Background: an optimization exercise with open tools, aiming at small area, a short achievable clock period and few clock cycles per item. Do not read the settings as production practice. At most, simulation tests tie the RTL to the original design; equivalence was not proved. No functional check of the RTL was part of runs 3 to 6. Power figures rest on the tool's default switching activity, not on a simulated workload.

==> flow/config.mk <==
export PLATFORM = sky130hd
export DESIGN_NAME = at_response_line_parser_unit
export DESIGN_NICKNAME = at_response_line_parser_unit
export VERILOG_FILES = /design/flow/design.v
export SDC_FILE = /design/flow/constraint.sdc
export NUM_CORES = 4
export LEC_CHECK = 0
export CAP_MARGIN = 20
export CORE_MARGIN = 2
export CORE_UTILIZATION = 45
export GPL_ROUTABILITY_DRIVEN = 1
export PLACE_DENSITY = 0.6
export SLEW_MARGIN = 20
==> flow/constraint.sdc <==
create_clock -name core_clock -period 14.0 [get_ports {clk}]
set_input_delay 2.8000 -clock core_clock [delete_from_list [all_inputs] [get_ports {clk}]]
set_output_delay 2.8000 -clock core_clock [all_outputs]
set_load 0.01 [all_outputs]
==> flow/design.v <==
module atrlp_core (
	input  logic       clk,
	input  logic       arst_n,
	input  logic       in_valid,
	input  logic [7:0] in_data,
	output logic       in_ready,
	input  logic       adv,
	output logic       emit,
	output logic [1:0] r_kind,
	output logic [7:0] r_byte,
	output logic       r_ok,
	output logic       r_last
);
	localparam logic [7:0] CH_TAB   = 8'h09;
	localparam logic [7:0] CH_LF    = 8'h0A;
	localparam logic [7:0] CH_CR    = 8'h0D;
	localparam logic [7:0] CH_SPACE = 8'h20;
	localparam logic [7:0] CH_QUOTE = 8'h22;
	localparam logic [7:0] CH_HASH  = 8'h23;
	localparam logic [7:0] CH_EQ    = 8'h3D;
	localparam logic [7:0] CH_UA    = 8'h41;
	localparam logic [7:0] CH_UR    = 8'h52;
	localparam logic [7:0] CH_UT    = 8'h54;
	localparam logic [7:0] CH_BS    = 8'h5C;
	localparam logic [7:0] CH_LA    = 8'h61;
	localparam logic [7:0] CH_LN    = 8'h6E;
	localparam logic [7:0] CH_LR    = 8'h72;
	localparam logic [7:0] CH_LT    = 8'h74;
	localparam logic [2:0] PH_START = 3'd0;  
	localparam logic [2:0] PH_ONE_U = 3'd1;  
	localparam logic [2:0] PH_ONE_L = 3'd2;  
	localparam logic [2:0] PH_AT    = 3'd3;  
	localparam logic [2:0] PH_REQ   = 3'd4;  
	localparam logic [2:0] PH_ANS   = 3'd5;  
	localparam logic [2:0] PH_SKIP  = 3'd6;  
	localparam logic [2:0] PH_BAD   = 3'd7;  
	localparam logic [2:0] FS_H0  = 3'd0;
	localparam logic [2:0] FS_H1  = 3'd1;
	localparam logic [2:0] FS_H2  = 3'd2;
	localparam logic [2:0] FS_P1  = 3'd3;
	localparam logic [2:0] FS_P1H = 3'd4;
	localparam logic [2:0] FS_P2H = 3'd5;
	localparam logic [2:0] FS_P3  = 3'd6;
	logic       r0_v, r1_v;
	logic [7:0] r0_d, r1_d;
	logic       consume;
	assign in_ready = !r1_v;
	logic [2:0] ph_q;
	logic       q_q;       
	logic [1:0] mp_q;      
	logic       bs_q;      
	logic [2:0] fs_q;      
	logic       seen_q;    
	logic       lcr_q;     
	logic       l2_q;      
	logic       hcr_q;     
	logic [2:0] ph_d;
	logic       q_d, bs_d, seen_d, lcr_d, l2_d, hcr_d;
	logic [1:0] mp_d;
	logic [2:0] fs_d;
	logic       step;
	logic       fin;       
	logic [7:0] c, x, d;
	logic       eol, virt;
	logic       x_bs, x_blank_out, esc, dfin, fr_emit;
	logic [7:0] fr_byte, e;
	assign c    = r0_d;
	assign eol  = (c == CH_LF);
	assign virt = hcr_q && !eol;           
	assign x    = virt ? CH_CR : c;
	assign x_bs = (x == CH_BS);
	assign x_blank_out = (x == CH_SPACE || x == CH_TAB) && !q_q;
	always_comb begin
		esc = 1'b1;
		case (x)
			CH_LR:    e = CH_CR;
			CH_LN:    e = CH_LF;
			CH_LT:    e = CH_TAB;
			CH_QUOTE: e = CH_QUOTE;
			CH_BS:    e = CH_BS;
			default: begin e = CH_BS; esc = 1'b0; end
		endcase
	end
	assign d = bs_q ? e : x;
	always_comb begin
		fr_emit = 1'b1;
		fr_byte = CH_CR;
		dfin    = 1'b0;
		fs_d    = fs_q;
		case (fs_q)
			FS_H0: begin
				if (d == CH_CR) begin
					fr_emit = 1'b0;
					dfin    = 1'b1;
					fs_d    = FS_H1;
				end else begin
					fs_d = FS_P1;
				end
			end
			FS_H1:  fs_d = FS_P1H;
			FS_P1: begin
				fr_byte = CH_LF;
				fs_d    = FS_P3;
			end
			FS_P1H: begin
				fr_byte = CH_LF;
				if (d == CH_LF) begin
					dfin = 1'b1;
					fs_d = FS_H2;
				end else begin
					fs_d = FS_P2H;
				end
			end
			FS_P2H: fs_d = FS_P3;
			default: begin  
				fr_byte = d;
				dfin    = 1'b1;
				fs_d    = FS_H2;
			end
		endcase
	end
	always_comb begin
		emit   = 1'b0;
		r_kind = 2'd0;
		r_byte = x;
		r_ok   = 1'b0;
		fin    = 1'b1;
		ph_d   = ph_q;
		q_d    = q_q;
		mp_d   = mp_q;
		bs_d   = bs_q;
		seen_d = seen_q;
		lcr_d  = lcr_q;
		l2_d   = l2_q;
		hcr_d  = hcr_q;
		if (eol) begin
			if (ph_q == PH_START || ph_q == PH_SKIP) begin
			end else if (ph_q == PH_ANS && seen_q) begin
				r_kind = 2'd1;
				if (bs_q) begin
					emit   = fr_emit;
					r_byte = fr_byte;
					fin    = 1'b0;
					if (dfin)
						bs_d = 1'b0;
				end else if (fs_q == FS_H1 || fs_q == FS_P1H || fs_q == FS_P2H) begin
					emit   = 1'b1;
					fin    = 1'b0;
					r_byte = (fs_q == FS_P1H) ? CH_LF : CH_CR;
				end else if (fs_q == FS_P1) begin
					emit   = 1'b1;
					fin    = 1'b0;
					r_byte = CH_LF;
				end else if (!l2_q) begin
					emit   = 1'b1;
					fin    = 1'b0;
					r_byte = CH_CR;
				end else begin
					emit   = 1'b1;
					r_kind = 2'd2;
					r_byte = 8'h00;
					r_ok   = 1'b1;
				end
			end else begin
				emit   = 1'b1;
				r_kind = 2'd2;
				r_byte = 8'h00;
				r_ok   = 1'b0;
			end
		end else if (!hcr_q && c == CH_CR) begin
		end else begin
			case (ph_q)
				PH_START: begin
					if (x == CH_HASH)
						ph_d = PH_SKIP;
					else if (x == CH_UA)
						ph_d = PH_ONE_U;
					else if (x == CH_LA)
						ph_d = PH_ONE_L;
					else
						ph_d = PH_BAD;
				end
				PH_ONE_U, PH_ONE_L: begin
					if ((ph_q == PH_ONE_U && x == CH_UT) || (ph_q == PH_ONE_L && x == CH_LT)) begin
						emit   = 1'b1;
						r_byte = CH_UA;
						fin    = 1'b0;
						ph_d   = PH_AT;
					end else begin
						ph_d = PH_BAD;
					end
				end
				PH_AT: begin
					emit   = 1'b1;
					r_byte = CH_UT;
					ph_d   = PH_REQ;
				end
				PH_REQ: begin
					if (mp_q == 2'd2 && x == CH_EQ) begin
						ph_d = PH_ANS;
					end else if (mp_q == 2'd1 && x == CH_LR) begin
						mp_d = 2'd2;
					end else if (mp_q == 2'd2) begin
						emit   = 1'b1;
						r_byte = CH_BS;
						fin    = 1'b0;
						mp_d   = 2'd3;
					end else if (mp_q != 2'd0) begin
						emit   = 1'b1;
						r_byte = (mp_q == 2'd1) ? CH_BS : (q_q ? CH_LR : CH_UR);
						mp_d   = x_bs ? 2'd1 : 2'd0;
						fin    = x_bs || x_blank_out;
					end else if (x_bs) begin
						mp_d = 2'd1;
					end else if (x_blank_out) begin
					end else begin
						emit = 1'b1;
						if (x == CH_QUOTE)
							q_d = !q_q;
						else if (!q_q && x >= 8'h61 && x <= 8'h7A)
							r_byte = x - 8'h20;
					end
				end
				PH_ANS: begin
					seen_d = 1'b1;
					r_kind = 2'd1;
					if (!bs_q && x_bs) begin
						bs_d = 1'b1;
					end else begin
						emit   = fr_emit;
						r_byte = fr_byte;
						fin    = dfin && !(bs_q && !esc);
						if (dfin)
							bs_d = 1'b0;
					end
				end
				default: ;  
			endcase
		end
		if (emit && r_kind == 2'd1) begin
			lcr_d = (r_byte == CH_CR);
			l2_d  = lcr_q && (r_byte == CH_LF);
		end
		if (virt && fin && c != CH_CR) begin
			hcr_d = 1'b0;
			if (ph_d == PH_REQ && (c == CH_BS || ((c == CH_SPACE || c == CH_TAB) && !q_d))) begin
				if (c == CH_BS)
					mp_d = 2'd1;
			end else if (ph_d == PH_ANS && c == CH_BS) begin
				bs_d = 1'b1;
			end else begin
				fin = 1'b0;
			end
		end else if (!virt && !eol && c == CH_CR) begin
			hcr_d = 1'b1;
		end
		if (eol && fin) begin
			ph_d   = PH_START;
			q_d    = 1'b0;
			mp_d   = 2'd0;
			bs_d   = 1'b0;
			seen_d = 1'b0;
			lcr_d  = 1'b0;
			l2_d   = 1'b0;
			hcr_d  = 1'b0;
		end
		if (ph_d == PH_ANS && ph_q == PH_REQ) begin
			bs_d   = 1'b0;
			seen_d = 1'b0;
			lcr_d  = 1'b0;
			l2_d   = 1'b0;
		end
		r_last = fin;
		emit   = emit && step;
	end
	logic [2:0] fs_n;
	always_comb begin
		fs_n = fs_q;
		if (eol && fin)
			fs_n = FS_H0;
		else if (ph_q == PH_REQ && ph_d == PH_ANS)
			fs_n = FS_H0;
		else if (eol && ph_q == PH_ANS && seen_q) begin
			if (bs_q)
				fs_n = fs_d;
			else if (fs_q == FS_H1)
				fs_n = FS_P1H;
			else if (fs_q == FS_P1H)
				fs_n = FS_P2H;
			else if (fs_q == FS_P2H)
				fs_n = FS_H2;
			else if (fs_q == FS_P1)
				fs_n = FS_H2;
			else if (!l2_q)
				fs_n = FS_P1;
		end else if (!eol && ph_q == PH_ANS && (bs_q || !x_bs) && !(!hcr_q && c == CH_CR))
			fs_n = fs_d;
	end
	assign step    = r0_v && adv;
	assign consume = step && fin;
	always_ff @(posedge clk or negedge arst_n) begin
		if (!arst_n) begin
			r0_v   <= 1'b0;
			r1_v   <= 1'b0;
			ph_q   <= PH_START;
			q_q    <= 1'b0;
			mp_q   <= 2'd0;
			bs_q   <= 1'b0;
			fs_q   <= FS_H0;
			seen_q <= 1'b0;
			lcr_q  <= 1'b0;
			l2_q   <= 1'b0;
			hcr_q  <= 1'b0;
		end else begin
			if (!r0_v || consume) begin
				r0_v <= r1_v || in_valid;
				r1_v <= 1'b0;
			end else if (in_valid && !r1_v) begin
				r1_v <= 1'b1;
			end
			if (step) begin
				ph_q   <= ph_d;
				q_q    <= q_d;
				mp_q   <= mp_d;
				bs_q   <= bs_d;
				fs_q   <= fs_n;
				seen_q <= seen_d;
				lcr_q  <= lcr_d;
				l2_q   <= l2_d;
				hcr_q  <= hcr_d;
			end
		end
	end
	always_ff @(posedge clk) begin
		if (!r0_v || consume)
			r0_d <= r1_v ? r1_d : in_data;
		if (!r1_v)
			r1_d <= in_data;
	end
endmodule
module atrlp_outq (
	input  logic        clk,
	input  logic        arst_n,
	input  logic        emit,      
	input  logic [1:0]  r_kind,
	input  logic [7:0]  r_byte,
	input  logic        r_ok,
	input  logic        r_last,
	output logic        adv,       
	output logic        out_valid,
	input  logic        out_ready,
	output logic [1:0]  out_kind,
	output logic [7:0]  out_byte,
	output logic        out_line_ok,
	output logic [15:0] out_bad_line_count,
	output logic        out_last
);
	logic        valid_q;
	logic [1:0]  kind_q;
	logic [7:0]  byte_q;
	logic        ok_q;
	logic        last_q;
	logic [15:0] cnt_q;
	assign adv = !valid_q || out_ready;
	assign out_valid          = valid_q;
	assign out_kind           = kind_q;
	assign out_byte           = byte_q;
	assign out_line_ok        = ok_q;
	assign out_last           = last_q;
	assign out_bad_line_count = cnt_q;
	always_ff @(posedge clk or negedge arst_n) begin
		if (!arst_n) begin
			valid_q <= 1'b0;
			cnt_q   <= '0;
		end else begin
			if (adv)
				valid_q <= emit;
			if (emit && r_kind == 2'd2 && !r_ok && cnt_q != 16'hFFFF)
				cnt_q <= cnt_q + 16'd1;
		end
	end
	always_ff @(posedge clk) begin
		if (emit) begin
			kind_q <= r_kind;
			byte_q <= r_byte;
			ok_q   <= r_ok;
			last_q <= r_last;
		end
	end
endmodule
module at_response_line_parser_unit (
	input  logic         clk,
	input  logic         arst_n,
	input  logic         in_valid,
	input  logic [7:0]   in_data,
	output logic         in_ready,
	output logic         out_valid,
	input  logic         out_ready,
	output logic [1:0]   out_kind,
	output logic [7:0]   out_byte,
	output logic         out_line_ok,
	output logic [15:0]  out_bad_line_count,
	output logic         out_last
);
	logic       adv;
	logic       emit;
	logic [1:0] r_kind;
	logic [7:0] r_byte;
	logic       r_ok;
	logic       r_last;
	atrlp_core u_core (
		.clk      (clk),
		.arst_n   (arst_n),
		.in_valid (in_valid),
		.in_data  (in_data),
		.in_ready (in_ready),
		.adv      (adv),
		.emit     (emit),
		.r_kind   (r_kind),
		.r_byte   (r_byte),
		.r_ok     (r_ok),
		.r_last   (r_last)
	);
	atrlp_outq u_outq (
		.clk                (clk),
		.arst_n             (arst_n),
		.emit               (emit),
		.r_kind             (r_kind),
		.r_byte             (r_byte),
		.r_ok               (r_ok),
		.r_last             (r_last),
		.adv                (adv),
		.out_valid          (out_valid),
		.out_ready          (out_ready),
		.out_kind           (out_kind),
		.out_byte           (out_byte),
		.out_line_ok        (out_line_ok),
		.out_bad_line_count (out_bad_line_count),
		.out_last           (out_last)
	);
endmodule
==> flow/run.sh <==
#!/bin/bash
# synth_recipe.tcl (not shown) runs the flow's synth.tcl, then flattens the netlist and writes it again
# the make line also repeats each setting of config.mk as NAME=value (left out here)
make -C /OpenROAD-flow-scripts/flow DESIGN_CONFIG=/design/flow/config.mk WORK_HOME=/design/flow/orfs CLKGATE_MAP_FILE= SYNTH_SCRIPT=/design/flow/synth_recipe.tcl finish
==> results of run 1 <==
layer usage:
metal | vias to the layer above | share of wire [%]
met5 | - | 0
met4 | 0 | 3.7
met3 | 44 | 8.3
met2 | 232 | 45
met1 | 2049 | 43
li1 | 1980 | -
cell families (layout without fill, tap and decap cells):
family / count (synthesis) / after routing / synth area share [%]
xor+xnor: 18 / 18 / 3.55
compound gates: 135 / 135 / 22.1
flops: 61 / 61 / 35.7
fa+ha+maj: 4 / 4 / 1.07
buf+inv: 54 / 79 / 5.30
mux: 10 / 10 / 2.62
simple gates: 232 / 232 / 29.6
metrics by stage:
stage / std cells / setup WS (ns) / utilization, % / power [W] / cell area (um2)
after floorplan: 514 / 9.47 / - / 0.000546 / 4440
after global placement: 656 / 8.43 / 50.3 / 0.000638 / 4870
after CTS: 672 / 8.74 / 52.4 / 0.000803 / 5070
after detailed placement: 656 / 8.38 / 50.3 / 0.000638 / 4870
after global routing: 672 / 8.51 / 52.4 / 0.000859 / 5070
final: 672 / 8.72 / 52.4 / 0.000810 / 5070
worst paths after layout:
kind                                          start                          end  slack, ns  cells past startpoint
setup / recovery                          out_ready  u_outq.cnt_q[1]$_DFFE_PN0P_       8.72                      7
hold / removal               u_core.r1_d[3]$_DFF_P_       u_core.r1_d[3]$_DFF_P_       0.47                      1
setup reg to reg           u_core.hcr_q$_DFFE_PN0P_     u_core.r0_d[7]$_DFFE_PN_       9.74                      7
hold reg to reg              u_core.r1_d[3]$_DFF_P_       u_core.r1_d[3]$_DFF_P_       0.47                      1
max in group asynchronous                    arst_n   u_core.mp_q[1]$_DFFE_PN0P_      10.82                      2
min in group asynchronous                    arst_n     u_core.hcr_q$_DFFE_PN0P_       2.86                      2
cells in the final DEF, fill, tap and decap left out, types with 5 or more instances in the layout:
cell type / netlist / routed
a211oi_1: 5 / 5
a21oi_1: 33 / 33
a31oi_1: 12 / 12
and2_1: 9 / 9
and3_1: 9 / 9
clkbuf_8: 0 / 11
clkdlybuf4s50_1: 0 / 41
dfrtp_1: 33 / 33
dfxtp_1: 8 / 8
edfxtp_1: 20 / 20
inv_1: 19 / 19
mux2_2: 9 / 9
nand2_1: 41 / 41
nand2b_1: 8 / 8
nand3_1: 30 / 30
nand4_1: 14 / 14
nor2_1: 40 / 40
nor2b_1: 8 / 8
nor3_1: 20 / 20
nor4_1: 8 / 8
o211ai_1: 10 / 10
o21ai_0: 29 / 29
o31ai_1: 5 / 5
or3_1: 6 / 6
or4_1: 5 / 5
xnor2_1: 17 / 17
Yosys cell counts, types with 3 or more instances:
cell	number	share of area, %
ha_1	3	0.85
o211ai_1	10	1.7
or4_1	5	0.85
buf_6	3	0.76
or3_1	6	0.85
nor2_1	40	3.4
nand2_1	41	3.5
nand3b_1	3	0.51
dfrtp_1	33	19
nor3_1	20	2.3
nand4_1	14	2.0
nor4_1	8	1.1
dfxtp_1	8	3.6
mux2_2	9	2.3
xnor2_1	17	3.4
or2_2	3	0.42
a31oi_1	12	1.7
a211oi_1	5	0.85
a221oi_1	3	0.59
o32a_1	3	0.68
edfxtp_1	20	14
o31ai_1	5	0.85
nor3b_1	4	0.68
nand3_1	30	3.4
a21oi_1	33	3.7
and2_1	9	1.3
o21ai_0	29	3.3
inv_1	19	1.6
buf_2	5	0.56
nor2b_1	8	1.1
clkbuf_1	23	1.9
and3_1	9	1.3
o22ai_1	3	0.42
nand2b_1	8	1.1
layout make-up:
cell class                      instances  area, um2
Fill cell                             943       4610
Inverter                               20       75.1
Clock buffer                           12        155
Tap cell                              133        166
Multi-Input combinational cell        399       2620
Timing Repair Buffer                   43        425
Sequential cell                        61       1590
Clock inverter                          4       46.3
worst max-delay path, delay by kind of cell:
| kind | cells | cell delay (ns) |
|---|---|---|
| buffers and inverters | 1 | 0.44 |
| muxes | 1 | 0.41 |
| and+or+nand+nor | 2 | 0.50 |
| AOI/OAI and AO/OA | 3 | 1.33 |
registers in the layout (all words and copies together) (netlist names), 2 cells and up:
name and flops:
u_core.mp_q 2, u_outq.byte_q 8, u_outq.cnt_q 16, u_core.ph_q 3
u_core.r1_d 8, u_core.r0_d 8, u_outq.kind_q 2, u_core.fs_q 3
power breakdown:
group / switching, W / internal [W] / leakage [nW] / total (W)
Clock: 0.0000704 / 0.0000911 / 0.100 / 0.000162
Combinational: 0.000208 / 0.000128 / 1.01 / 0.000336
Sequential: 0.0000873 / 0.000225 / 0.691 / 0.000312
Total: 0.000366 / 0.000444 / 1.80 / 0.000810
==> impl_results.md, run 1 <==
- Status: timing/DRC/antenna clean
- Nets: 549
- Synthesized net count: 529
- Buffers inserted by post-CTS timing repair: 0
- CP Cell Sequence: clkdlybuf4s50_1 -> nand2b_1 -> nand2_1 -> a21oi_1 -> o31ai_4 -> a2111oi_4 -> mux2_2
- Netlist area before placement: about 4400 um2
- Hold-fix buffer count after cts: 0
- Worst-path clk slew: 0.06 ns
- GR peak layer: met2
- Tcrit/Tclk final: 37.7%
- Vias in the first global route: just over 4000
- Min-delay worst type: reg2reg
- Critical path class: in2reg
- Via/cell ratio: 6.41
- Worst skew pair latency: around 0.35 ns
- First-pass GRT wire length: 21500 um
- Routed Antenna Nets: 0
- Unrepaired setup endpoints after global routing: no
- # setup viols final: 0
- Antenna violations before repair: 0
- Grt met2 use: 39.1%
- Post-CTS sizing: 0
- Die Span X: about 100 um
- Die Y: 103 um
- Crit-path max FO: 17
- Max Clock Freq: 0.190 GHz
- Bufs on Longest Clock Path: 2
- Root Buffer: clkbuf_8
- Rows: 36
- Slew Limit Headroom: a little under two fifths
- #FFs+latches synth: 61
- Peak VDD IR: 0.101 mV
- Detailed-placement wirelength estimate: 9820 um
- Vias: ~4300
- DRC Markers: 0
- Share of cells above drive strength 1: 9.65%
- Post-synth EDFFs: 20
- Async set or reset register ratio after synthesis: 54.1%
- Pre-antenna DRT Iters: 5
- Ant diodes: 0
- Element type at the critical path end: flop
- Pins over their slew limit: 0
- P&R area growth vs syn: 14.3%
- Prevailing post-synth register cell: dfrtp_1
- Max-Cap Viols: 0
- Seq/Total Area, Yosys: 35.7%
- Hold Fails Final Rpt: 0
- Core Region: 9680 um2
- Syn_area_per_cell: 8.64 um2
- Worst slew pin tran: 0.932 ns
- Fin Hold WS: between 0.4 and 0.5 ns
- Boundary Pins: between 40 and 50
- Critical Path AT: 5.50 ns
- Leak: 1.80 nW
- Post-route setup TNS: 0 ns
- Worst Path Required: 14.22 ns
- CTS H-tree lvls: 3
- TritonCTS clock tree: done
- Routing usage on met1: a little under two fifths
- DRT iter0 DRCs: roughly 430
- DIE AREA: 10700 um2
- GP Congestion: 0.959
- Final min period: roughly 5.3 ns
- Slowest stage delay, CP: around 0.86 ns
- Met3 Track Usage GR: 6.25%
- Yosys Warn Count: 2
- Startpoint Class: primary input
- Largest net degree at the start of global routing: 34
- Total CTS buffers: 9
- Clk_skew: 0.0196 ns
- PD cells: roughly 160 nW/um2
- Unique masters post-synth: 86
- CTS Sinks: 61
- Mapped Cells: 514
- Congestion Overflow GR: 0
- Tot GR Track Use: 26.7%
- Port buffer count: 41
- Initial core utilization: between 40 and 50%
- Aggregate routed wire length: 13500 um
- CP max-delay cell: a2111oi_4
- Wirelength per Cell: a little over 20 um
Testbench counts, summed over its fixed seeds: cycles 71,637, bytes 57,729.
==> run 2, diff against run 1 <==
--- a/flow/config.mk
+++ b/flow/config.mk
@@ -7,7 +7,7 @@
 export LEC_CHECK = 0
 export CAP_MARGIN = 20
 export CORE_MARGIN = 2
-export CORE_UTILIZATION = 45
+export CORE_UTILIZATION = 15
 export GPL_ROUTABILITY_DRIVEN = 1
-export PLACE_DENSITY = 0.6
+export PLACE_DENSITY = 0.25
 export SLEW_MARGIN = 20
==> run 2 against run 1 <==
Effect of this change:
- non-clock buffer count rose by 3
- sequential power is 3% higher
- clock skew shrank 0.0072 ns
- combinational power up 7.1%
- first-iteration DRC count down 8.4%
- wire length up 35%
- sequential share of layout area is 2.5 points lower
- power increased by 12%
==> impl_results.md, run 2 <==
- Critical Path Source: out_ready
- DRC Markers: 0 (unchanged)
- Antenna violations before repair: 0 (unchanged)
- WHS Path Cells: 1 (unchanged)
- Vias: 4225 (-1.9%)
- Yosys Warn Count: 2 (unchanged)
- Commonest non-fill, non-tap cell in the layout: nand2_1
- Slew Limit Headroom: 35.8% (-1.5 points)
- Pins over their slew limit: 0 (unchanged)
- Fill cell count: 3282 (+250%)
- Prevailing post-synth register cell: dfrtp_1
- Pre-antenna DRT Iters: 6 (+1)
- Seq/Total Area, Yosys: 35.7% (unchanged)
- Rows: 63 (+75%)
- Nets: 552 (+0.55%)
- Post-route setup TNS: 0 ns (unchanged)
- Clk_skew: 0.0125 ns (-0.00715 ns)
- P&R area growth vs syn: 24.1%
- Status: timing/DRC/antenna clean
- GP Congestion: 0.810 (-16%)
- Most frequent cells in the layout: nand2_1, nor2_1, clkdlybuf4s50_1, a21oi_1, dfrtp_1
- Xor and xnor area share after synthesis: 3.55% (unchanged)
- Share of cells above drive strength 1: 10.5% (+0.87 points)
- Vias in the first global route: 4271 (+6.1%)
- First-pass GRT wire length: 28200 um (+31%)
- Startpoint Class: primary input
- Via/cell ratio: 4.53 (-29%)
- Largest register FFs: 16 (unchanged)
- Largest net degree at the start of global routing: 34 (unchanged)
- Worst Path Required: 14.24 ns (+0.02 ns)
- #FFs+latches synth: 61 (unchanged)
- Worst skew pair latency: 0.35 ns (about the same)
- Async set or reset register ratio after synthesis: 54.1% (unchanged)
- Leak: 1.86 nW (+3.0%)
- RR Startpoint: u_core.r0_d[5]$_DFFE_PN_
- Worst-path clk slew: 0.06 ns (about the same)
- Root Buffer: clkbuf_16
- Synthesized net count: 529 (unchanged)
- Crit-path max FO: 17 (unchanged)
- Unrepaired setup endpoints after global routing: no
- Top reg by flops: u_outq.cnt_q
- Largest family of logic cells by synthesized area: simple AND/OR/NAND/NOR gates
- Hold Fails Final Rpt: 0 (unchanged)
- Initial core utilization: 15.1% (-31 points)
- Critical path class: in2reg
- Simple-gate share of the synthesized area: 29.6% (unchanged)
- Final min period: 5.45 ns (+0.178 ns)
- Total CTS buffers: 9 (unchanged)
- Hold_sp: u_core.r1_d[1]$_DFF_P_
- DP Cell Count: 915 (+39%)
- Final non-filler cell total: 932 (+39%)
- DRT iter0 DRCs: 391 (-8.4%)
- CTS H-tree lvls: 3 (unchanged)
- TritonCTS clock tree: done
- Buffers inserted by post-CTS timing repair: 0 (unchanged)
- Routed Antenna Nets: 0 (unchanged)
- Max Clock Freq: 0.183 GHz (-3.3%)
- Post-synthesis adder-cell area fraction: 1.07% (unchanged)
- Unique masters post-synth: 86 (unchanged)
- # setup viols final: 0 (unchanged)
- DIE AREA: 31000 um2 (+190%)
- Mapped Cells: 514 (unchanged)
- Placed instance area: 5200 um2 (+6.8%)
- PD cells: 165 nW/um2 (+3.3%)
- Port buffer count: 41 (unchanged)
- Biggest area consumer among synthesized cells: dfrtp_1
- Syn_area_per_cell: 8.64 um2 (unchanged)
- Peak VDD IR: 0.0583 mV (-43%)
- Tot GR Track Use: 12.1% (-15 points)
- Top cells by area, synth: dfrtp_1, edfxtp_1, a21oi_1
- Post-CTS sizing: 0 (unchanged)
- Count leader, synth: nand2_1
- Max-Cap Viols: 0 (unchanged)
- Critical Path AT: 5.69 ns (+0.19 ns)
- Aggregate routed wire length: 18300 um (+35%)
- Min-delay worst type: reg2reg
- Ant diodes: 0 (unchanged)
- Post-synth top cells: nand2_1, nor2_1, a21oi_1, dfrtp_1, nand3_1
- CTS Sinks: 61 (unchanged)
- Post-synthesis compound-gate area fraction: 22.1% (unchanged)
- Die Span X: 176 um (+70%)
- Detailed-placement wirelength estimate: 13600 um (+39%)
- Worst slew pin tran: 0.964 ns (+0.0313 ns)
- R2R depth: 7 (unchanged)
- Hold-fix buffer count after cts: 0 (unchanged)
- Post-synth EDFFs: 20 (unchanged)
- Wirelength per Cell: 19.6 um (-2.5%)
- Element type at the critical path end: flop
- Post-route cell area: 5510 um2 (+8.6%)
- Multiplexer share of the synthesized area: 2.62% (unchanged)
- Final Util: 18.7% (-34 points)
- Die Y: 176 um (+70%)
- Bufs on Longest Clock Path: 2 (unchanged)
- Congestion Overflow GR: 0 (unchanged)
- Core Region: 29400 um2 (+200%)
- Tcrit/Tclk final: 39.0% (+1.3 points)
- Boundary Pins: 42 (unchanged)
- Netlist area before placement: 4440 um2 (unchanged)
- Area share of the leading cell type in the synthesized netlist: 18.6% (unchanged)
## run 2: cell counts after synthesis
No cell type changed its count.
## run 2: area by class of cell
type	instances	area (um2)	area share, %
multi-input cells	399	2620	47.5
clock buffers	9	225	4.09
flip-flops and latches	61	1590	28.8
repair buffers	46	440	7.99
clock inverters	7	75.1	1.36
inverters	20	75.1	1.36
well taps	390	488	8.86
## run 2: metal layers
layer	global-route usage (%)	share of wire [%]	vias up
met5	0	0	-
met4	4.06	2.4	0
met3	2.48	4.8	26
met2	18.0	44	127
met1	17.2	49	2077
li1	-	-	1995
## run 2: cells by family (layout without fill, tap and decap cells)
family                   count (synthesis)  count (layout)
AO/OA/AOI/OAI                          135             135
XOR/XNOR                                18              18
adder cells (fa/ha/maj)                  4               4
buffers and inverters                   54              82
flip-flops                              61              61
multiplexers                            10              10
AND/OR/NAND/NOR                        232             232
## run 2: worst max-delay path: stages
cell,delay (ns)
clkdlybuf4s50_1,0.44
nand2b_1,0.17
nand2_1,0.39
a21oi_1,0.39
o31ai_4,0.16
a2111oi_4,0.92
mux2_2,0.41
## run 2: through the flow
stage,power (W),hold WS (ns),worst slack (ns)
2_1_floorplan,0.000546,0.446,9.47
3_3_place_gp,0.000691,0.456,8.23
3_5_place_dp,0.000681,0.457,8.17
4_1_cts,0.000917,0.476,8.53
5_1_grt,0.000969,0.485,8.31
6_report,0.000909,0.473,8.55
## run 2: power by group
part	total, W	internal [W]	switching (W)
Clock	0.000229	0.000138	0.0000902
Combinational	0.000360	0.000128	0.000232
Sequential	0.000320	0.000225	0.0000950
Total	0.000909	0.000492	0.000417
## run 2: path summary, 6_finish.rpt
kind | to | slack, ns
worst max-delay path | u_outq.cnt_q[1]$_DFFE_PN0P_ | 8.55
worst min-delay path | u_core.r1_d[1]$_DFF_P_ | 0.47
worst max register to register | u_core.r0_d[2]$_DFFE_PN_ | 9.62
worst min register to register | u_core.r1_d[1]$_DFF_P_ | 0.47
max in group asynchronous | u_core.l2_q$_DFFE_PN0P_ | 10.91
min in group asynchronous | u_outq.cnt_q[4]$_DFFE_PN0P_ | 2.55
==> run 3, diff against run 2 <==
--- a/flow/design.v
+++ b/flow/design.v
@@ -5,7 +5,7 @@
 	input  logic [7:0] in_data,
 	output logic       in_ready,
 	input  logic       adv,
-	output logic       emit,
+	output logic       emit,      
 	output logic [1:0] r_kind,
 	output logic [7:0] r_byte,
 	output logic       r_ok,
@@ -271,7 +271,7 @@
 			l2_d   = 1'b0;
 		end
 		r_last = fin;
-		emit   = emit && step;
+		emit   = emit && r0_v;
 	end
 	logic [2:0] fs_n;
 	always_comb begin
@@ -375,12 +375,12 @@
 		end else begin
 			if (adv)
 				valid_q <= emit;
-			if (emit && r_kind == 2'd2 && !r_ok && cnt_q != 16'hFFFF)
+			if (adv && emit && r_kind == 2'd2 && !r_ok && cnt_q != 16'hFFFF)
 				cnt_q <= cnt_q + 16'd1;
 		end
 	end
 	always_ff @(posedge clk) begin
-		if (emit) begin
+		if (adv && emit) begin
 			kind_q <= r_kind;
 			byte_q <= r_byte;
 			ok_q   <= r_ok;
==> run 3 against run 2 <==
Effect of this change:
- synthesized area shrank 5.8%
- global-route usage grew 0.53 points
- first-iteration DRC count shrank 21%
- register-to-register slack gained 0.06 ns
- synthesized cell count shrank 3.5%
- worst setup slack gained 0.35 ns
==> impl_results.md, run 3 <==
- Count leader, synth: nand2_1
- Hold Fails Final Rpt: 0 (unchanged)
- Commonest non-fill, non-tap cell in the layout: nand2_1
- Post-synth top cells: nand2_1, nor2_1, a21oi_1, dfrtp_1
- Nets: 537 (-2.7%)
- Root Buffer: clkbuf_16
- Unique masters post-synth: 74 (-14%)
- Top cell by count, worst path: nand2b_1
- Largest net degree at the start of global routing: 34 (unchanged)
- CP max-delay cell: nor4_1
- Buffers and inverters on the worst path: 1 (unchanged)
- GP Congestion: 0.837 (+3.3%)
- Async set or reset register ratio after synthesis: 54.1% (unchanged)
- Status: timing/DRC/antenna clean
- Top reg by flops: u_outq.cnt_q
- Prevailing post-synth register cell: dfrtp_1
- Bufs on Longest Clock Path: 2 (unchanged)
- R2R depth: 8 (+1)
- Detailed-placement wirelength estimate: 13300 um (-2.5%)
- Biggest area consumer among synthesized cells: dfrtp_1
- #FFs+latches synth: 61 (unchanged)
- Initial core utilization: 15.1% (+0.041 points)
- Area share of the leading cell type in the synthesized netlist: 19.7% (+1.1 points)
- P&R area growth vs syn: 26.2%
- Worst skew pair latency: 0.35 ns (about the same)
- Vias in the first global route: 4080 (-4.5%)
- Final min period: 5.10 ns (-0.354 ns)
- CTS Sinks: 61 (unchanged)
- Yosys Warn Count: 2 (unchanged)
- Unrepaired setup endpoints after global routing: no
- Ant diodes: 0 (unchanged)
- DRT iter0 DRCs: 308 (-21%)
- Dpl ws: 8.50 ns (+0.336 ns)
- Wirelength per Cell: 19.5 um (-0.38%)
- Die Y: 171 um (-2.9%)
- Min-delay worst type: reg2reg
- Rows: 61 (-3.2%)
- Slowest stage delay, CP: 0.79 ns (-0.13 ns)
- Crit. path cell count: 8 (+1)
- Worst Path Required: 14.27 ns (+0.03 ns)
- Post-CTS sizing: 0 (unchanged)
- TritonCTS clock tree: done
- Clk_skew: 0.0140 ns (+0.00157 ns)
- Mapped Cells: 496 (-3.5%)
- Pre-antenna DRT Iters: 5 (-1)
- Post-route cell area: 5280 um2 (-4.2%)
- Most frequent cells in the layout: nand2_1, nor2_1, clkdlybuf4s50_1, a21oi_1, dfrtp_1
- PD cells: 184 nW/um2 (+12%)
- Post-route setup TNS: 0 ns (unchanged)
- Peak VDD IR: 0.0655 mV (+12%)
- Largest register FFs: 16 (unchanged)
- Slew Limit Headroom: 16.0% (-20 points)
- CTS H-tree lvls: 3 (unchanged)
- Antenna violations before repair: 0 (unchanged)
- Leak: 1.95 nW (+4.8%)
- DRC Markers: 0 (unchanged)
- Core Region: 27600 um2 (-6.0%)
- Register-to-Register Setup Slack: 9.68 ns (+0.06 ns)
- Startpoint Class: primary input
- Final non-filler cell total: 905 (-2.9%)
- WHS Path Cells: 1 (unchanged)
- Max Clock Freq: 0.196 GHz (+6.9%)
- Boundary Pins: 42 (unchanged)
- Total CTS buffers: 9 (unchanged)
- Tcrit/Tclk final: 36.4% (-2.5 points)
- Share of cells above drive strength 1: 8.16% (-2.4 points)
- Crit-path max FO: 15 (-2)
- Placed instance area: 4980 um2 (-4.4%)
- Worst slew pin tran: 1.24 ns (+0.281 ns)
- Pins over their slew limit: 0 (unchanged)
- Final WS setup: 8.90 ns (+0.354 ns)
- Syn_area_per_cell: 8.44 um2 (-2.4%)
- Die Span X: 171 um (-2.9%)
- Post-synth EDFFs: 20 (unchanged)
- Worst-path clk slew: 0.07 ns (about the same)
- CP Cell Sequence: clkdlybuf4s50_1 -> nand2b_1 -> nand2_1 -> nor4_1 -> and3_1 -> nand2b_1 -> nor3_1 -> xor2_1
- Pwr Total: 0.000972 W (+7.0%)
- Critical Path AT: 5.37 ns (-0.32 ns)
- Netlist area before placement: 4190 um2 (-5.8%)
- Via/cell ratio: 4.47 (-1.5%)
- # setup viols final: 0 (unchanged)
- Seq/Total Area, Yosys: 37.9% (+2.2 points)
- Aggregate routed wire length: 17700 um (-3.3%)
- Tot GR Track Use: 12.6% (+0.53 points)
- Buffers inserted by post-CTS timing repair: 0 (unchanged)
- DIE AREA: 29300 um2 (-5.6%)
- Max-Cap Viols: 0 (unchanged)
- DP Cell Count: 889 (-2.8%)
- Top cells by area, synth: dfrtp_1, edfxtp_1, nand2_1
- Port buffer count: 41 (unchanged)
- First-pass GRT wire length: 27100 um (-3.9%)
- Worst path top cell family by delay: simple AND/OR/NAND/NOR gates
- Synthesized net count: 511 (-3.4%)
- Critical path class: in2reg
- Vias: 4043 (-4.3%)
- Hold-fix buffer count after cts: 0 (unchanged)
- Congestion Overflow GR: 0 (unchanged)
- Element type at the critical path end: flop
- Routed Antenna Nets: 0 (unchanged)
-- run 3: final timing paths --
path	startpoint	to
setup / recovery	out_ready	u_outq.cnt_q[11]$_DFFE_PN0P_
hold / removal	u_core.r1_d[4]$_DFF_P_	u_core.r1_d[4]$_DFF_P_
setup reg to reg	u_core.r0_d[3]$_DFFE_PN_	u_core.l2_q$_DFFE_PN0P_
hold reg to reg	u_core.r1_d[4]$_DFF_P_	u_core.r1_d[4]$_DFF_P_
max in group asynchronous	arst_n	u_core.fs_q[2]$_DFFE_PN0P_
min in group asynchronous	arst_n	u_outq.cnt_q[8]$_DFFE_PN0P_
-- run 3: cell type report --
cell class,count,area (um2)
inverters,18,67.6
flip-flops and latches,61,1590
clock inverters,5,40.0
repair buffers,48,458
fillers,3150,22300
multi-input cells,384,2390
clock buffers,11,264
well taps,378,473
-- run 3: cell families (layout without fill, tap and decap cells) --
logic type | after synthesis | count (layout) | share of synthesized area [%]
xor gates and xnor gates | 17 | 17 | 3.56
buffers and inverters | 51 | 82 | 5.11
muxes | 10 | 10 | 2.66
DFF | 61 | 61 | 37.9
AOI/OAI and AO/OA | 136 | 136 | 21.8
and+or+nand+nor | 218 | 218 | 28.0
adders and majority gates | 3 | 3 | 0.897
-- run 3: power by group --
part / switching, W / internal [W] / leakage, nW / total [W]
clock network: 0.0000938 / 0.000137 / 0.148 / 0.000231
registers: 0.000102 / 0.000238 / 0.685 / 0.000341
logic: 0.000250 / 0.000150 / 1.11 / 0.000401
-- run 3: worst reg2reg max path: cells and delay by family, from the launching register on --
kind,cells,cell delay [ns]
compound gates,4,1.40
flops,1,0.92
simple gates,4,1.89
-- run 3: routing by layer --
layer	wire length (um)	vias to the layer above	GRT usage, %
li1	-	1903	-
met1	8650	2042	17.2
met2	8200	80	20.1
met3	538	18	2.15
met4	301	0	3.98
met5	0	-	0
-- run 3: through the flow --
step | utilization [%] | hold WS (ns)
global route | 19.1 | 0.490
detailed placement | 18.0 | 0.464
floorplan | - | 0.446
finish | 19.1 | 0.476
global placement | 18.0 | 0.462
CTS | 19.1 | 0.478
==> run 4, diff against run 3 <==
--- a/flow/config.mk
+++ b/flow/config.mk
@@ -7,7 +7,7 @@
 export LEC_CHECK = 0
 export CAP_MARGIN = 20
 export CORE_MARGIN = 2
-export CORE_UTILIZATION = 15
+export CORE_UTILIZATION = 40
 export GPL_ROUTABILITY_DRIVEN = 1
-export PLACE_DENSITY = 0.25
+export PLACE_DENSITY = 0.6
 export SLEW_MARGIN = 20
==> run 4 against run 3 <==
Effect of this change:
- critical path type unchanged
- largest cell class unchanged
- flip-flop and latch count stayed put
- largest power group unchanged
- sequential power is 3% lower
- via count is 2.8% higher
- register-to-register slack better by 0.14 ns
==> impl_results.md, run 4 <==
- Dpl ws: 8.57 ns (+0.0703 ns)
- Count leader, synth: nand2_1
- Post-synth top cells: nand2_1, nor2_1, a21oi_1, dfrtp_1
- Seq/Total Area, Yosys: 37.9% (unchanged)
- Async set or reset register ratio after synthesis: 54.1% (unchanged)
- Share of cells above drive strength 1: 7.46% (-0.70 points)
- Bufs on Longest Clock Path: 2 (unchanged)
- Unrepaired setup endpoints after global routing: no
- CP Cell Sequence: clkdlybuf4s50_1 -> nand2b_1 -> nand2_1 -> nor4_1 -> and3_1 -> nand2b_1 -> nor3_1 -> xor2_1
- Top reg by flops: u_outq.cnt_q
- Max-Cap Viols: 0 (unchanged)
- Most frequent cells in the layout: nand2_1, nor2_1, clkdlybuf4s50_1, a21oi_1, dfrtp_1
- Largest net degree at the start of global routing: 34 (unchanged)
- Rows: 37 (-39%)
- Die Y: 106 um (-38%)
- Pre-antenna DRT Iters: 6 (+1)
- Via/cell ratio: 6.31 (+41%)
- Wirelength per Cell: 20.4 um (+4.6%)
- CP max-delay cell: nor4_1
- Placed instance area: 4650 um2 (-6.6%)
- Core Region: 10200 um2 (-63%)
- Commonest non-fill, non-tap cell in the layout: nand2_1
- Slew Limit Headroom: 38.2% (+22 points)
- Worst-path clk slew: 0.08 ns (about the same)
- Area share of the leading cell type in the synthesized netlist: 19.7% (unchanged)
- Tcrit/Tclk final: 36.5% (+0.060 points)
- Nets: 533 (-0.74%)
- DIE AREA: 11300 um2 (-61%)
- Final WS setup: 8.89 ns (-0.00837 ns)
- First-pass GRT wire length: 21500 um (-21%)
- Synthesized net count: 511 (unchanged)
- R2R depth: 7 (-1)
- WHS Path Cells: 1 (unchanged)
- Vias: 4156 (+2.8%)
- Status: timing/DRC/antenna clean
- Unique masters post-synth: 74 (unchanged)
- Hold Fails Final Rpt: 0 (unchanged)
- Top cells by area, synth: dfrtp_1, edfxtp_1, nand2_1
- Peak VDD IR: 0.100 mV (+53%)
- Biggest area consumer among synthesized cells: dfrtp_1
- Register-to-Register Setup Slack: 9.82 ns (+0.14 ns)
- Antenna violations before repair: 0 (unchanged)
- Boundary Pins: 42 (unchanged)
- Aggregate routed wire length: 13500 um (-24%)
- Post-route setup TNS: 0 ns (unchanged)
- # setup viols final: 0 (unchanged)
- Clk_skew: 0.0131 ns (-0.000956 ns)
- Pins over their slew limit: 0 (unchanged)
- GP Congestion: 0.929 (+11%)
- Post-CTS sizing: 0 (unchanged)
- Initial core utilization: 40.9% (+26 points)
- Leak: 1.88 nW (-3.3%)
- Mapped Cells: 496 (unchanged)
- Min-delay worst type: reg2reg
- Final min period: 5.11 ns (+0.00837 ns)
- Root Buffer: clkbuf_8
- Yosys Warn Count: 2 (unchanged)
- Element type at the critical path end: flop
- Largest register FFs: 16 (unchanged)
- Congestion Overflow GR: 0 (unchanged)
- Post-route cell area: 4870 um2 (-7.8%)
- Prevailing post-synth register cell: dfrtp_1
- Hold-fix buffer count after cts: 0 (unchanged)
- DRT iter0 DRCs: 591 (+92%)
- PD cells: 180 nW/um2 (-2.0%)
- Critical Path AT: 5.38 ns (about the same)
- Worst path top cell family by delay: simple AND/OR/NAND/NOR gates
- Tot GR Track Use: 24.6% (+12 points)
- DRC Markers: 0 (unchanged)
- Worst slew pin tran: 0.915 ns (-0.330 ns)
- CTS H-tree lvls: 3 (unchanged)
- Total CTS buffers: 9 (unchanged)
- Vias in the first global route: 3947 (-3.3%)
- Detailed-placement wirelength estimate: 9720 um (-27%)
- Syn_area_per_cell: 8.44 um2 (unchanged)
- Final Util: 47.6% (+28 points)
- Buffers and inverters on the worst path: 1 (unchanged)
- Top cell by count, worst path: nand2b_1
- Die Span X: 106 um (-38%)
- Netlist area before placement: 4190 um2 (unchanged)
- Post-synth EDFFs: 20 (unchanged)
- P&R area growth vs syn: 16.4%
- Routed Antenna Nets: 0 (unchanged)
- Ant diodes: 0 (unchanged)
- Worst Path Required: 14.27 ns (about the same)
- Crit. path cell count: 8 (unchanged)
- CTS Sinks: 61 (unchanged)
- Startpoint Class: primary input
- Crit-path max FO: 15 (unchanged)
- #FFs+latches synth: 61 (unchanged)
- Fin Hold WS: 0.474 ns (-0.00215 ns)
- Worst skew pair latency: 0.35 ns (about the same)
- TritonCTS clock tree: done
- Port buffer count: 41 (unchanged)
- Slowest stage delay, CP: 0.77 ns (-0.02 ns)
- Max Clock Freq: 0.196 GHz (-0.16%)
- Critical path class: in2reg
- Buffers inserted by post-CTS timing repair: 0 (unchanged)
-- run 4: cell counts after synthesis --
No cell type changed its count.
-- run 4: final cells by class --
| type | count | area, um2 |
|---|---|---|
| Clock buffer | 9 | 124 |
| Timing Repair Buffer | 44 | 433 |
| Sequential cell | 61 | 1590 |
| Clock inverter | 7 | 83.8 |
| Tap cell | 136 | 170 |
| Inverter | 18 | 67.6 |
| Fill cell | 981 | 5360 |
| Multi-Input combinational cell | 384 | 2410 |
-- run 4: per-layer routing --
layer	GRT usage [%]	vias up	share of wire, %
met5	0	-	0
met4	10.6	0	3.6
met3	3.43	37	8.1
met2	39.4	248	46
met1	33.2	1968	42
li1	-	1903	-
-- run 4: power breakdown --
part           switching, W  internal, W  total [W]
Clock             0.0000858    0.0000850   0.000171
Combinational      0.000229     0.000148   0.000377
Sequential        0.0000921     0.000238   0.000330
-- run 4: per-stage QoR --
stage | instances | power, W
2_1_floorplan | 496 | 0.000572
3_3_place_gp | 643 | 0.000692
3_5_place_dp | 643 | 0.000695
4_1_cts | 659 | 0.000865
5_1_grt | 659 | 0.000935
6_report | 659 | 0.000878
-- run 4: path summary, 6_finish.rpt --
| kind | from | endpoint |
|---|---|---|
| hold / removal | u_core.r1_d[1]$_DFF_P_ | u_core.r1_d[1]$_DFF_P_ |
| setup / recovery | out_ready | u_outq.cnt_q[11]$_DFFE_PN0P_ |
| hold reg to reg | u_core.r1_d[1]$_DFF_P_ | u_core.r1_d[1]$_DFF_P_ |
| setup reg to reg | u_core.r0_d[3]$_DFFE_PN_ | u_core.r0_d[5]$_DFFE_PN_ |
| max in group asynchronous | arst_n | u_outq.cnt_q[11]$_DFFE_PN0P_ |
| min in group asynchronous | arst_n | u_core.l2_q$_DFFE_PN0P_ |
-- run 4: kinds of logic (layout without fill, tap and decap cells) --
| family | count (synthesis) | after routing | synth area share (%) |
|---|---|---|---|
| buffers and inverters | 51 | 78 | 5.11 |
| muxes | 10 | 10 | 2.66 |
| and+or+nand+nor | 218 | 218 | 28.0 |
| adders and majority gates | 3 | 3 | 0.897 |
| AOI/OAI and AO/OA | 136 | 136 | 21.8 |
| xor gates and xnor gates | 17 | 17 | 3.56 |
| DFF | 61 | 61 | 37.9 |
-- run 4: worst reg2reg max path, stage by stage, from the launching register on --
cell and delay [ns]:
edfxtp_1 0.85, or4bb_1 0.60, o21ai_1 0.70, nand2_1 0.28, a31oi_1 0.32, or3_1 0.16, nand2b_1 0.14, o41ai_4 0.75
==> run 5, diff against run 4 <==
--- a/flow/config.mk
+++ b/flow/config.mk
@@ -5,6 +5,7 @@
 export SDC_FILE = /design/flow/constraint.sdc
 export NUM_CORES = 4
 export LEC_CHECK = 0
+export ABC_CLOCK_PERIOD_IN_PS = 3000
 export CAP_MARGIN = 20
 export CORE_MARGIN = 2
 export CORE_UTILIZATION = 40
==> run 5 against run 4 <==
Effect of this change:
- sequential share of layout area stayed put
- register-to-register slack is essentially flat
- worst setup slack unchanged
- clock skew stayed put
- clock power barely moved
- hold slack unchanged
- final cell count stayed put
- largest cell class unchanged
- largest power group unchanged
==> impl_results.md, run 5 <==
- Status: timing/DRC/antenna clean
- Synthesized net count: 511 (unchanged)
- Max Clock Freq: 0.196 GHz (unchanged)
- Yosys Warn Count: 2 (unchanged)
- Aggregate routed wire length: 13500 um (unchanged)
- Clk pwr share: 19.4% (about the same)
- Syn_area_per_cell: 8.44 um2 (unchanged)
- First-pass GRT wire length: 21500 um (unchanged)
- Area share of the leading cell type in the synthesized netlist: 19.7% (unchanged)
- Seq/Total Area, Yosys: 37.9% (unchanged)
- DP Cell Count: 643 (unchanged)
- Post-CTS sizing: 0 (unchanged)
- Worst skew pair latency: 0.35 ns (about the same)
- PD cells: 180 nW/um2 (unchanged)
- Tot GR Track Use: 24.6% (unchanged)
- Die Span X: 106 um (unchanged)
- TritonCTS clock tree: done
- Boundary Pins: 42 (unchanged)
- Core Region: 10200 um2 (unchanged)
- Worst path top cell family by delay: simple AND/OR/NAND/NOR gates
- Root Buffer: clkbuf_8
- Unique masters post-synth: 74 (unchanged)
- Prevailing post-synth register cell: dfrtp_1
- DRC Markers: 0 (unchanged)
- Leak: 1.88 nW (unchanged)
- Final min period: 5.11 ns (unchanged)
- CTS Sinks: 61 (unchanged)
- Bufs on Longest Clock Path: 2 (unchanged)
- Congestion Overflow GR: 0 (unchanged)
- Hold-fix buffer count after cts: 0 (unchanged)
- Critical path class: in2reg
- Largest register FFs: 16 (unchanged)
- Pre-antenna DRT Iters: 6 (unchanged)
- Mapped Cells: 496 (unchanged)
- Worst slew pin tran: 0.915 ns (unchanged)
- Antenna violations before repair: 0 (unchanged)
- Buffers inserted by post-CTS timing repair: 0 (unchanged)
- Routed Antenna Nets: 0 (unchanged)
- Min-delay worst type: reg2reg
- P&R area growth vs syn: 16.4% (unchanged)
- CP Cell Sequence: clkdlybuf4s50_1 -> nand2b_1 -> nand2_1 -> nor4_1 -> and3_1 -> nand2b_1 -> nor3_1 -> xor2_1
- Post-synth top cells: nand2_1, nor2_1, a21oi_1, dfrtp_1
- Comb pwr share: 42.9% (about the same)
- Vias: 4156 (unchanged)
- Via/cell ratio: 6.31 (unchanged)
- Unrepaired setup endpoints after global routing: no
- Post-synth EDFFs: 20 (unchanged)
- Crit-path max FO: 15 (unchanged)
- Element type at the critical path end: flop
- Commonest non-fill, non-tap cell in the layout: nand2_1
- Async set or reset register ratio after synthesis: 54.1% (unchanged)
- Vias in the first global route: 3947 (unchanged)
- #FFs+latches synth: 61 (unchanged)
- Detailed-placement wirelength estimate: 9720 um (unchanged)
- Wirelength per Cell: 20.4 um (unchanged)
- Buffers and inverters on the worst path: 1 (unchanged)
- Pins over their slew limit: 0 (unchanged)
- Top reg by flops: u_outq.cnt_q
- Die Y: 106 um (unchanged)
- Port buffer count: 41 (unchanged)
- Max-Cap Viols: 0 (unchanged)
- Critical Path AT: 5.38 ns (about the same)
- Initial core utilization: 40.9% (unchanged)
- Worst Path Required: 14.27 ns (about the same)
- DIE AREA: 11300 um2 (unchanged)
- Most frequent cells in the layout: nand2_1, nor2_1, clkdlybuf4s50_1, a21oi_1, dfrtp_1
- Flop pwr share: 37.6% (about the same)
- DRT iter0 DRCs: 591 (unchanged)
- Share of cells above drive strength 1: 7.46% (unchanged)
- Total CTS buffers: 9 (unchanged)
- Largest net degree at the start of global routing: 34 (unchanged)
- Nets: 533 (unchanged)
- Hold Fails Final Rpt: 0 (unchanged)
- Power Internal: 0.000471 W (unchanged)
- CP max-delay cell: nor4_1
- Netlist area before placement: 4190 um2 (unchanged)
- Startpoint Class: primary input
- # setup viols final: 0 (unchanged)
- Top cell by count, worst path: nand2b_1
- Switching Fraction: 46.4% (unchanged)
- Slew Limit Headroom: 38.2% (unchanged)
- Worst-path clk slew: 0.08 ns (about the same)
- GP Congestion: 0.929 (unchanged)
- Peak VDD IR: 0.100 mV (unchanged)
- Biggest area consumer among synthesized cells: dfrtp_1
- Clk_skew: 0.0131 ns (unchanged)
- Final non-filler cell total: 659 (unchanged)
- Top cells by area, synth: dfrtp_1, edfxtp_1, nand2_1
- Count leader, synth: nand2_1
- Slowest stage delay, CP: 0.77 ns (about the same)
- Tcrit/Tclk final: 36.5% (unchanged)
- Ant diodes: 0 (unchanged)
- Sw power: 0.000407 W (unchanged)
- Rows: 37 (unchanged)
- CTS H-tree lvls: 3 (unchanged)
- Post-route setup TNS: 0 ns (unchanged)
run 5: cell counts after synthesis:
No cell type changed its count.
run 5: final timing paths:
path                                          startpoint                            to  slack, ns  cells after the start
worst min register to register    u_core.r1_d[1]$_DFF_P_        u_core.r1_d[1]$_DFF_P_       0.47                      1
max in group asynchronous                         arst_n  u_outq.cnt_q[11]$_DFFE_PN0P_      10.80                      2
worst min-delay path              u_core.r1_d[1]$_DFF_P_        u_core.r1_d[1]$_DFF_P_       0.47                      1
min in group asynchronous                         arst_n       u_core.l2_q$_DFFE_PN0P_       2.87                      2
worst max-delay path                           out_ready  u_outq.cnt_q[11]$_DFFE_PN0P_       8.89                      8
worst max register to register  u_core.r0_d[3]$_DFFE_PN_      u_core.r0_d[5]$_DFFE_PN_       9.82                      7
run 5: cell type report:
class,count,area (um2)
fillers,981,5360
inverters,18,67.6
multi-input cells,384,2410
flip-flops and latches,61,1590
clock inverters,7,83.8
clock buffers,9,124
well taps,136,170
repair buffers,44,433
run 5: per-layer routing:
| metal | vias to the layer above | GRT usage (%) | routed length [um] |
|---|---|---|---|
| li1 | 1903 | - | - |
| met1 | 1968 | 33.2 | 5640 |
| met2 | 248 | 39.4 | 6250 |
| met3 | 37 | 3.43 | 1090 |
| met4 | 0 | 10.6 | 484 |
| met5 | - | 0 | 0 |
run 5: per-stage QoR:
| stage | util (%) | hold WS [ns] | worst slack [ns] | instance area, um2 | total power (W) |
|---|---|---|---|---|---|
| final | 47.6 | 0.474 | 8.89 | 4870 | 0.000878 |
| after global routing | 47.6 | 0.497 | 8.64 | 4870 | 0.000935 |
| after CTS | 47.5 | 0.479 | 8.92 | 4860 | 0.000865 |
| after detailed placement | 45.4 | 0.460 | 8.57 | 4650 | 0.000695 |
| after global placement | 45.4 | 0.453 | 8.66 | 4650 | 0.000692 |
| after floorplan | - | 0.446 | 9.55 | 4190 | 0.000572 |
run 5: power groups by stage:
stage / combinational (W) / sequential [W] / clock [W]
floorplan: 0.000307 / 0.000266 / 0
global placement: 0.000362 / 0.000330 / 0
detailed placement: 0.000364 / 0.000331 / 0
CTS: 0.000366 / 0.000327 / 0.000173
global route: 0.000413 / 0.000341 / 0.000181
finish: 0.000377 / 0.000330 / 0.000171
run 5: kinds of logic after synthesis:
family                     Yosys count  synth area share [%]
buffers and inverters               51                  5.11
adders and majority gates            3                 0.897
DFF                                 61                  37.9
xor gates and xnor gates            17                  3.56
and+or+nand+nor                    218                  28.0
muxes                               10                  2.66
AOI/OAI and AO/OA                  136                  21.8
==> run 6, diff against run 5 <==
--- a/flow/config.mk
+++ b/flow/config.mk
@@ -5,10 +5,11 @@
 export SDC_FILE = /design/flow/constraint.sdc
 export NUM_CORES = 4
 export LEC_CHECK = 0
-export ABC_CLOCK_PERIOD_IN_PS = 3000
+export ABC_AREA = 1
 export CAP_MARGIN = 20
 export CORE_MARGIN = 2
 export CORE_UTILIZATION = 40
+export CTS_BUF_LIST = sky130_fd_sc_hd__clkbuf_2 sky130_fd_sc_hd__clkbuf_4
 export GPL_ROUTABILITY_DRIVEN = 1
 export PLACE_DENSITY = 0.6
 export SLEW_MARGIN = 20
==> run 6 against run 5 <==
Effect of this change:
- sequential power is 3% higher
- flip-flop and latch count stayed put
- via count is 8.4% higher
- global-route usage is 2.3 points lower
- highest routed layer unchanged
- register-to-register slack better by 0.26 ns
- synthesized area is 7.4% higher
- die area is 7.1% higher
- clock skew is 0.0064 ns higher
- count of clock-buffer cells in the layout stayed put
- combinational power is 86% higher
==> impl_results.md, run 6 <==
- #FFs+latches synth: 61 (unchanged)
- DIE AREA: 12100 um2 (+7.1%)
- Netlist area before placement: 4490 um2 (+7.4%)
- Worst Path Required: 14.26 ns (about the same)
- DRC Markers: 0 (unchanged)
- Rows: 38 (+2.7%)
- Max Clock Freq: 0.214 GHz (+9.3%)
- Unique masters post-synth: 43 (-42%)
- Mapped Cells: 666 (+34%)
- Most frequent cells in the layout: nand2_1, inv_1, nor2_1, nand3_1, clkdlybuf4s50_1
- First-pass GRT wire length: 20900 um (-2.8%)
- FF-to-FF End: u_outq.cnt_q[0]$_DFFE_PN0P_
- Biggest area consumer among synthesized cells: dfrtp_1
- Post-CTS sizing: 0 (unchanged)
- Top cells by area, synth: dfrtp_1, nand2_1, edfxtp_1
- Async set or reset register ratio after synthesis: 54.1% (unchanged)
- Boundary Pins: 42 (unchanged)
- Register-to-Register Setup Slack: 10.08 ns (+0.26 ns)
- Seq/Total Area, Yosys: 35.3% (-2.6 points)
- Worst skew pair latency: 0.41 ns (+0.06 ns)
- Top cell by count, worst path: nand2_1
- Leak: 2.35 nW (+25%)
- Max-Cap Viols: 0 (unchanged)
- Pre-antenna DRT Iters: 5 (-1)
- Core Region: 10900 um2 (+6.4%)
- PD cells: 226 nW/um2 (+26%)
- Count leader, synth: nand2_1
- Slowest stage delay, CP: 0.76 ns (about the same)
- Port buffer count: 41 (unchanged)
- Wirelength per Cell: 15.0 um (-27%)
- Unrepaired setup endpoints after global routing: no
- Min-delay worst type: reg2reg
- Hold Fails Final Rpt: 0 (unchanged)
- TritonCTS clock tree: done
- Peak VDD IR: 0.0976 mV (-2.6%)
- Initial core utilization: 41.3% (+0.37 points)
- Startpoint Class: primary input
- Congestion Overflow GR: 0 (unchanged)
- Crit-path max FO: 29 (+14)
- GP Congestion: 0.951 (+2.4%)
- Critical path class: in2reg
- DP Cell Count: 839 (+30%)
- Vias: 4504 (+8.4%)
- Pins over their slew limit: 0 (unchanged)
- Worst slew pin tran: 0.908 ns (-0.00628 ns)
- WHS Path Cells: 2 (+1)
- Detailed-placement wirelength estimate: 9970 um (+2.6%)
- Die Span X: 110 um (+3.5%)
- CTS Sinks: 61 (unchanged)
- Tot GR Track Use: 22.3% (-2.3 points)
- Via/cell ratio: 5.27 (-16%)
- Post-route setup TNS: 0 ns (unchanged)
- Final non-filler cell total: 855 (+30%)
- Post-synth top cells: nand2_1, inv_1, nor2_1, nand3_1, dfrtp_1
- Aggregate routed wire length: 12800 um (-4.9%)
- Status: timing/DRC/antenna clean
- Commonest non-fill, non-tap cell in the layout: nand2_1
- Element type at the critical path end: flop
- Largest net degree at the start of global routing: 34 (unchanged)
- Tcrit/Tclk final: 33.4% (-3.1 points)
- Area share of the leading cell type in the synthesized netlist: 18.4% (-1.4 points)
- Buffers and inverters on the worst path: 2 (+1)
- Hold_sp: u_core.r1_d[6]$_DFF_P_
- Hold Crit Endpoint: u_core.r1_d[6]$_DFF_P_
- Nets: 725 (+36%)
- Syn_area_per_cell: 6.75 um2 (-20%)
- Routed Antenna Nets: 0 (unchanged)
- Clk_skew: 0.0195 ns (+0.00641 ns)
- Yosys Warn Count: 2 (unchanged)
- Largest register FFs: 16 (unchanged)
- Final min period: 4.67 ns (-0.436 ns)
- Root Buffer: clkbuf_4
- CTS H-tree lvls: 3 (unchanged)
- Hold-fix buffer count after cts: 0 (unchanged)
- Total CTS buffers: 9 (unchanged)
- R2R depth: 20 (+13)
- Top reg by flops: u_outq.cnt_q
- Ant diodes: 0 (unchanged)
- Prevailing post-synth register cell: dfrtp_1
- P&R area growth vs syn: 14.5%
- Die Y: 110 um (+3.5%)
- Post-synth EDFFs: 20 (unchanged)
- CP Cell Sequence: clkdlybuf4s50_1 -> inv_1 -> nand2_1 -> nand2_1 -> nor2_1 -> nand4_2 -> xor2_1
- Critical Path AT: 4.93 ns (-0.45 ns)
- Synthesized net count: 681 (+33%)
- Worst-path clk slew: 0.11 ns (+0.03 ns)
- Antenna violations before repair: 0 (unchanged)
- CP max-delay cell: nand4_2
- RR Startpoint: u_core.r0_d[4]$_DFFE_PN_
- Buffers inserted by post-CTS timing repair: 0 (unchanged)
- DRT iter0 DRCs: 337 (-43%)
- Slew Limit Headroom: 39.3% (+1.1 points)
- # setup viols final: 0 (unchanged)
- Vias in the first global route: 4217 (+6.8%)
- Bufs on Longest Clock Path: 2 (unchanged)
- Share of cells above drive strength 1: 9.37% (+1.9 points)
- Worst path top cell family by delay: simple AND/OR/NAND/NOR gates
[run 6: cell types whose count changed in the layout (fill, tap and decap cells not counted), sizes merged, moves of 9 or more]
cell / change
nand2: +166
nor2b: -10
a21oi: -12
o21ai: +15
inv: +81
nand4: +9
mux2: -9
nand3: +31
nor2: +35
[run 6: layer usage]
metal | vias up | GRT usage (%) | wire length, um
li1 | 2240 | - | -
met1 | 2111 | 29.7 | 5890
met5 | - | 0 | 0
met2 | 129 | 36.8 | 5990
met4 | 0 | 8.23 | 330
met3 | 24 | 3.41 | 590
[run 6: metrics by stage]
step           utilization (%)  area (um2)  hold slack (ns)  setup slack [ns]  power, W
2_1_floorplan                -        4490            0.414             10.07  0.000824
3_3_place_gp              46.0        5010            0.435              8.96   0.00103
3_5_place_dp              46.0        5010            0.444              8.88   0.00104
4_1_cts                   47.3        5150            0.466              9.34   0.00116
5_1_grt                   47.3        5150            0.489              9.11   0.00127
6_report                  47.3        5150            0.459              9.33   0.00116
[run 6: how the worst max path moves through the flow]
stage / from / endpoint / slack, ns / cells past startpoint
6_report: out_ready / u_outq.cnt_q[0]$_DFFE_PN0P_ / 9.33 / 7
5_1_grt: out_ready / u_outq.cnt_q[0]$_DFFE_PN0P_ / 9.11 / 7
3_3_place_gp: out_ready / u_outq.cnt_q[0]$_DFFE_PN0P_ / 8.96 / 7
3_5_place_dp: out_ready / u_outq.cnt_q[0]$_DFFE_PN0P_ / 8.88 / 7
4_1_cts: u_core.r1_v$_DFFE_PN0P_ / in_ready / 9.34 / 2
2_1_floorplan: out_ready / u_outq.byte_q[0]$_DFFE_PP_ / 10.07 / 6
[run 6: report_power, final]
| part | switching (W) | internal (W) | total [W] |
|---|---|---|---|
| Clock | 0.0000674 | 0.0000532 | 0.000121 |
| Combinational | 0.000477 | 0.000226 | 0.000703 |
| Sequential | 0.0000634 | 0.000278 | 0.000341 |
[run 6: layout make-up]
| class | count | area [um2] |
|---|---|---|
| fillers | 1179 | 5740 |
| multi-input cells | 493 | 2440 |
| clock buffers | 9 | 67.6 |
| well taps | 140 | 175 |
| inverters | 102 | 385 |
| repair buffers | 43 | 425 |
| flip-flops and latches | 61 | 1590 |
| clock inverters | 7 | 65.1 |
[run 6: worst reg2reg max path: stages, from the launching register on]
cell      delay [ns]
edfxtp_1        0.47
inv_1           0.18
nand2_2         0.12
nor2_2          0.14
nand2_4         0.17
nand2_8         0.19
inv_4           0.07
nor2_1          0.26
inv_1           0.17
ha_1            0.24
nand3_1         0.08
o21ai_1         0.09
nand2_1         0.06
nand2_1         0.07
nand2_1         0.07
a31oi_1         0.08
nand2_1         0.08
nand2_1         0.07
nand2_2         0.10
nand4_2         0.69
xor2_1          0.38
[run 6: kinds of logic (layout without fill, tap and decap cells)]
kind of cell | Yosys count | count (layout) | synth area share [%]
buf+inv | 112 | 161 | 10.4
flops | 61 | 61 | 35.3
xor+xnor | 16 | 16 | 3.12
fa+ha+maj | 3 | 3 | 0.835
simple gates | 390 | 390 | 39.3
compound gates | 84 | 84 | 11.1

## static timing again, ports no longer ideal
The results above use ideal ports. As a check the final layouts listed here were re-extracted and re-timed, cells and wires unchanged. Step 1 (the two cells are an assumption about what drives the block):
set clk [get_ports {clk}]
set_driving_cell -lib_cell sky130_fd_sc_hd__clkbuf_16 $clk
set_driving_cell -lib_cell sky130_fd_sc_hd__buf_2 [delete_from_list [all_inputs] $clk]
Step 2 adds t to the input delays and takes it off the output delays; t is the mean of the earliest and latest rising clock arrival at the registers after step 1. Input paths then give back, and output paths get back, about the clock's delay inside the block. a / b / c = ideal / step 1 / step 2; a / b = the first two.
run | shift t [ns] | setup slack, ns | slew at the worst register clock pin (ns)
run 1 | 0.373 | 8.724 / 8.730 / 8.357 | 0.08 / 0.08
run 2 | 0.388 | 8.546 / 8.567 / 8.179 | 0.06 / 0.06
run 3 | 0.386 | 8.900 / 8.923 / 8.537 | 0.07 / 0.07
run 4 | 0.377 | 8.892 / 8.902 / 8.525 | 0.09 / 0.09
run 5 | 0.377 | 8.892 / 8.902 / 8.525 | 0.09 / 0.09
run 6 | 0.430 | 9.328 / 9.334 / 8.904 | 0.11 / 0.11
After both steps every run listed still meets setup and hold. For run 6, which loses most, drivers alone change the setup slack by +0.006 ns; drivers and shift together by -0.424 ns.
